What follows belongs to an exercise in optimizing a design on an open flow for small area; a production flow would make more cautious choices. Function was checked by simulation only, so behaviour that the tests miss may differ from the original. No activity file was given, so power comes from the tool's default toggle rates.

==> inputs of run a <==
## ecc_input_loader
module ecc_input_loader #(
   parameter  int DATA_W  = 64,
   localparam int N_WORDS = 768 / DATA_W
) (
   input  logic              i_clk,
   input  logic              i_rst_n,
   input  logic              i_in_valid,
   output logic              o_in_ready,
   input  logic [DATA_W-1:0] i_in_data,
   output logic              o_start,
   input  logic              i_core_ack,
   input  logic              i_core_done,
   output logic [255:0]      o_scalar,
   output logic [255:0]      o_px,
   output logic [255:0]      o_py
   ,
   output logic              o_range_err
);
==> module ecc_input_loader, before the edit <==
module ecc_input_loader #(
   parameter  int DATA_W  = 64,
   localparam int N_WORDS = 768 / DATA_W
) (
   input  logic              i_clk,
   input  logic              i_rst_n,
   input  logic              i_in_valid,
   output logic              o_in_ready,
   input  logic [DATA_W-1:0] i_in_data,
   output logic              o_start,
   input  logic              i_core_ack,
   input  logic              i_core_done,
   output logic [255:0]      o_scalar,
   output logic [255:0]      o_px,
   output logic [255:0]      o_py
   ,
   output logic              o_range_err
);
   logic       busy;
   logic [3:0] cnt;
   logic       accept;
   logic       last_word;
   assign accept    = i_in_valid & o_in_ready;
   assign last_word = accept & (cnt == 4'd11);
   always_ff @(posedge i_clk or negedge i_rst_n) begin
      if (!i_rst_n) begin
         o_in_ready <= 1'b0;
         o_start    <= 1'b0;
         busy       <= 1'b0;
      end else begin
         o_in_ready <= (o_in_ready & ~last_word) | (busy & i_core_done) |
                       (~o_in_ready & ~o_start & ~busy);
         o_start    <= (o_in_ready & last_word) | (o_start & ~i_core_ack);
         busy       <= (o_start & i_core_ack) | (busy & ~i_core_done);
      end
   end
   always_ff @(posedge i_clk) begin
      if (!o_in_ready) cnt <= 4'd0;
      else if (accept) cnt <= cnt + 4'd1;
   end
   always_ff @(posedge i_clk) begin
      if (accept) {o_scalar, o_px, o_py} <= {o_scalar[255-DATA_W:0], o_px, o_py, i_in_data};
   end
   logic r_all;    
   logic r_err;
   logic d_mid;    
   assign d_mid = &i_in_data[62:5];
   always_ff @(posedge i_clk) begin
      if (accept) begin
         if (cnt[3:2] == 2'b00) begin
            r_err <= 1'b0;
         end else if (cnt[1:0] == 2'b00) begin
            r_err <= r_err | i_in_data[63];
            r_all <= d_mid & (&i_in_data[4:0]);
         end else if (cnt[1:0] == 2'b11) begin
            r_err <= r_err | (r_all & i_in_data[63] & d_mid & (i_in_data[4:0] >= 5'd13));
         end else begin
            r_all <= r_all & i_in_data[63] & d_mid & (&i_in_data[4:0]);
         end
      end
   end
   assign o_range_err = r_err;
endmodule
Settings: LEC_CHECK=0, CAP_MARGIN=20, CORE_MARGIN=2, CORE_UTILIZATION=40, SLEW_MARGIN=20; clock period 5.0 ns.
run.sh (not shown) runs the stock make flow with config.mk's settings and CLKGATE_MAP_FILE= SYNTH_SCRIPT=/design/flow/synth_recipe.tcl, a recipe that flattens the netlist after the stock synthesis.
==> run b (differences from run a) <==
==> flow/design.v (replaced) <==
module ecc_input_loader #(
   parameter  int DATA_W  = 64,
   localparam int N_WORDS = 768 / DATA_W
) (
   input  logic              i_clk,
   input  logic              i_rst_n,
   input  logic              i_in_valid,
   output logic              o_in_ready,
   input  logic [DATA_W-1:0] i_in_data,
   output logic              o_start,
   input  logic              i_core_ack,
   input  logic              i_core_done,
   output logic [255:0]      o_scalar,
   output logic [255:0]      o_px,
   output logic [255:0]      o_py
   ,
   output logic              o_range_err
);
   localparam logic [3:0] S_START = 4'd12;
   localparam logic [3:0] S_BUSY  = 4'd13;
   localparam logic [3:0] S_RST   = 4'd15;
   logic [3:0] s;
   logic       accept;
   assign o_in_ready = ~(s[3] & s[2]);
   assign o_start    = (s == S_START);
   assign accept     = i_in_valid & o_in_ready;
   always_ff @(posedge i_clk or negedge i_rst_n) begin
      if (!i_rst_n) begin
         s <= S_RST;
      end else if ((s == S_BUSY && i_core_done) || s == S_RST || s == 4'd14) begin
         s <= 4'd0;
      end else if (accept || (o_start && i_core_ack)) begin
         s <= s + 4'd1;
      end
   end
   always_ff @(posedge i_clk) begin
      if (accept) {o_scalar, o_px, o_py} <= {o_scalar[255-DATA_W:0], o_px, o_py, i_in_data};
   end
   logic r_all;    
   logic r_err;
   logic d_mid;    
   assign d_mid = &i_in_data[62:5];
   logic w_scalar, w_first, w_last;    
   assign w_scalar = ~(s[3] | s[2]);
   assign w_first  = ~(s[1] | s[0]);
   assign w_last   = s[1] & s[0];
   always_ff @(posedge i_clk) begin
      if (accept) begin
         r_all <= (w_first | r_all) & (w_first | i_in_data[63]) & d_mid & (&i_in_data[4:0]);
         r_err <= ~w_scalar & (r_err | (w_first & i_in_data[63]) |
                               (w_last & r_all & i_in_data[63] & d_mid & (i_in_data[4:0] >= 5'd13)));
      end
   end
   assign o_range_err = r_err;
endmodule
==> flow/flow/run.sh (new file) <==
#!/bin/bash
# Standard ORFS layout, with the port buffers made from the smallest buffer
# (buf_1), pins allowed on every routing track of the die edge, and clock tree
# synthesis without dummy loads.
set -euo pipefail
export BUFFER_PORTS_ARGS="-buffer_cell sky130_fd_sc_hd__buf_1"
export PLACE_PINS_ARGS="-min_distance 1 -min_distance_in_tracks"
export CTS_ARGS="-sink_clustering_enable -repair_clock_nets -dont_use_dummy_load -sink_clustering_size 10 -sink_clustering_max_diameter 60 -buf_list sky130_fd_sc_hd__clkbuf_4"
bash standard.sh finish > run_standard.log 2>&1
==> flow/standard.sh (new file) <==
#!/bin/bash
# synth_recipe.tcl (not shown) runs the flow's synth.tcl, then flattens the netlist and writes it again
# the make line also repeats each setting of config.mk as NAME=value (left out here)
make -C /OpenROAD-flow-scripts/flow DESIGN_CONFIG=/design/flow/config.mk WORK_HOME=/design/flow/orfs CLKGATE_MAP_FILE= SYNTH_SCRIPT=/design/flow/synth_recipe.tcl "${@:-finish}"
Settings changed: CORE_UTILIZATION 40 to 70, CTS_BUF_LIST set to sky130_fd_sc_hd__clkbuf_8, CTS_CLUSTER_DIAMETER set to 100, CTS_CLUSTER_SIZE set to 19.
removed: flow/run.sh
==> run c (differences from run a) <==
==> flow/design.v (replaced) <==
module ecc_input_loader #(
   parameter  int DATA_W  = 64,
   localparam int N_WORDS = 768 / DATA_W
) (
   input  logic              i_clk,
   input  logic              i_rst_n,
   input  logic              i_in_valid,
   output logic              o_in_ready,
   input  logic [DATA_W-1:0] i_in_data,
   output logic              o_start,
   input  logic              i_core_ack,
   input  logic              i_core_done,
   output logic [255:0]      o_scalar,
   output logic [255:0]      o_px,
   output logic [255:0]      o_py
   ,
   output logic              o_range_err
);
   localparam logic [3:0] S_START = 4'd12;
   localparam logic [3:0] S_BUSY  = 4'd13;
   localparam logic [3:0] S_RST   = 4'd15;
   logic [3:0] s;
   logic       accept;
   assign o_in_ready = ~(s[3] & s[2]);
   assign o_start    = (s == S_START);
   assign accept     = i_in_valid & o_in_ready;
   always_ff @(posedge i_clk or negedge i_rst_n) begin
      if (!i_rst_n) begin
         s <= S_RST;
      end else if ((s == S_BUSY && i_core_done) || s == S_RST || s == 4'd14) begin
         s <= 4'd0;
      end else if (accept || (o_start && i_core_ack)) begin
         s <= s + 4'd1;
      end
   end
   always_ff @(posedge i_clk) begin
      if (accept) {o_scalar, o_px, o_py} <= {o_scalar[255-DATA_W:0], o_px, o_py, i_in_data};
   end
   logic r_all;    
   logic r_err;
   logic d_mid;    
   assign d_mid = &i_in_data[62:5];
   logic w_scalar, w_first, w_last;    
   assign w_scalar = ~(s[3] | s[2]);
   assign w_first  = ~(s[1] | s[0]);
   assign w_last   = s[1] & s[0];
   always_ff @(posedge i_clk) begin
      if (accept) begin
         r_all <= (w_first | r_all) & (w_first | i_in_data[63]) & d_mid & (&i_in_data[4:0]);
         r_err <= ~w_scalar & (r_err | (w_first & i_in_data[63]) |
                               (w_last & r_all & i_in_data[63] & d_mid & (i_in_data[4:0] >= 5'd13)));
      end
   end
   assign o_range_err = r_err;
endmodule
==> flow/flow/run.sh (new file) <==
#!/bin/bash
# Standard ORFS layout, with the port buffers made from the smallest buffer
# (buf_1), pins allowed on every routing track of the die edge, and clock tree
# synthesis without dummy loads.
set -euo pipefail
export BUFFER_PORTS_ARGS="-buffer_cell sky130_fd_sc_hd__buf_1"
export PLACE_PINS_ARGS="-min_distance 1 -min_distance_in_tracks"
export CTS_ARGS="-sink_clustering_enable -repair_clock_nets -dont_use_dummy_load -sink_clustering_size 22 -sink_clustering_max_diameter 50 -buf_list sky130_fd_sc_hd__clkbuf_8"
bash standard.sh finish > run_standard.log 2>&1
==> flow/standard.sh (new file) <==
#!/bin/bash
# synth_recipe.tcl (not shown) runs the flow's synth.tcl, then flattens the netlist and writes it again
# the make line also repeats each setting of config.mk as NAME=value (left out here)
make -C /OpenROAD-flow-scripts/flow DESIGN_CONFIG=/design/flow/config.mk WORK_HOME=/design/flow/orfs CLKGATE_MAP_FILE= SYNTH_SCRIPT=/design/flow/synth_recipe.tcl "${@:-finish}"
Settings changed: CORE_UTILIZATION 40 to 70, CTS_BUF_LIST set to sky130_fd_sc_hd__clkbuf_8, CTS_CLUSTER_DIAMETER set to 100, CTS_CLUSTER_SIZE set to 19.
removed: flow/run.sh
==> notes <==
Of run b and run a, run a has the higher sequential power (gap about 10%, measured against run a). The highest worst setup slack belongs to run c, the lowest to run b. Between run c and run b, the lower power is in run c (gap about 0.28%, measured against run b). In run a the flip-flop and latch count is higher than in run b, by 3. The lowest maximum frequency belongs to run b, the highest to run c. In run b the combinational power is smaller than in run a, by about 54%. Against run c, the core utilization of run b is higher by 0.067 points.

separate check: timing with driven ports:
The flow's constraints put no driver on any port. The routed layouts listed below were extracted and timed again, unchanged, in two steps. Step 1 (the two cells are an assumption about what drives the block):
set clk [get_ports {i_clk}]
set_driving_cell -lib_cell sky130_fd_sc_hd__clkbuf_16 $clk
set_driving_cell -lib_cell sky130_fd_sc_hd__buf_2 [delete_from_list [all_inputs] $clk]
Step 2 times the ports against the registers' clock, not the clock port: input delays grow and output delays shrink by t, the midpoint of the rising clock arrivals with the driver on. Three values: ideal, step 1, step 2; two values: the first two.
run	t (ns)	setup WS [ns]	worst hold slack (ns)
run a	0.661	1.987 / 1.924 / 1.264	0.440 / 0.440 / 0.440
run b	0.794	1.966 / 1.921 / 1.940	0.325 / 0.313 / 0.420
run c	0.656	2.090 / 2.042 / 1.904	0.423 / 0.423 / 0.423
After both steps every run listed still meets setup and hold. For run a, which loses most, drivers alone change the setup slack by -0.063 ns; drivers and shift together by -0.723 ns.
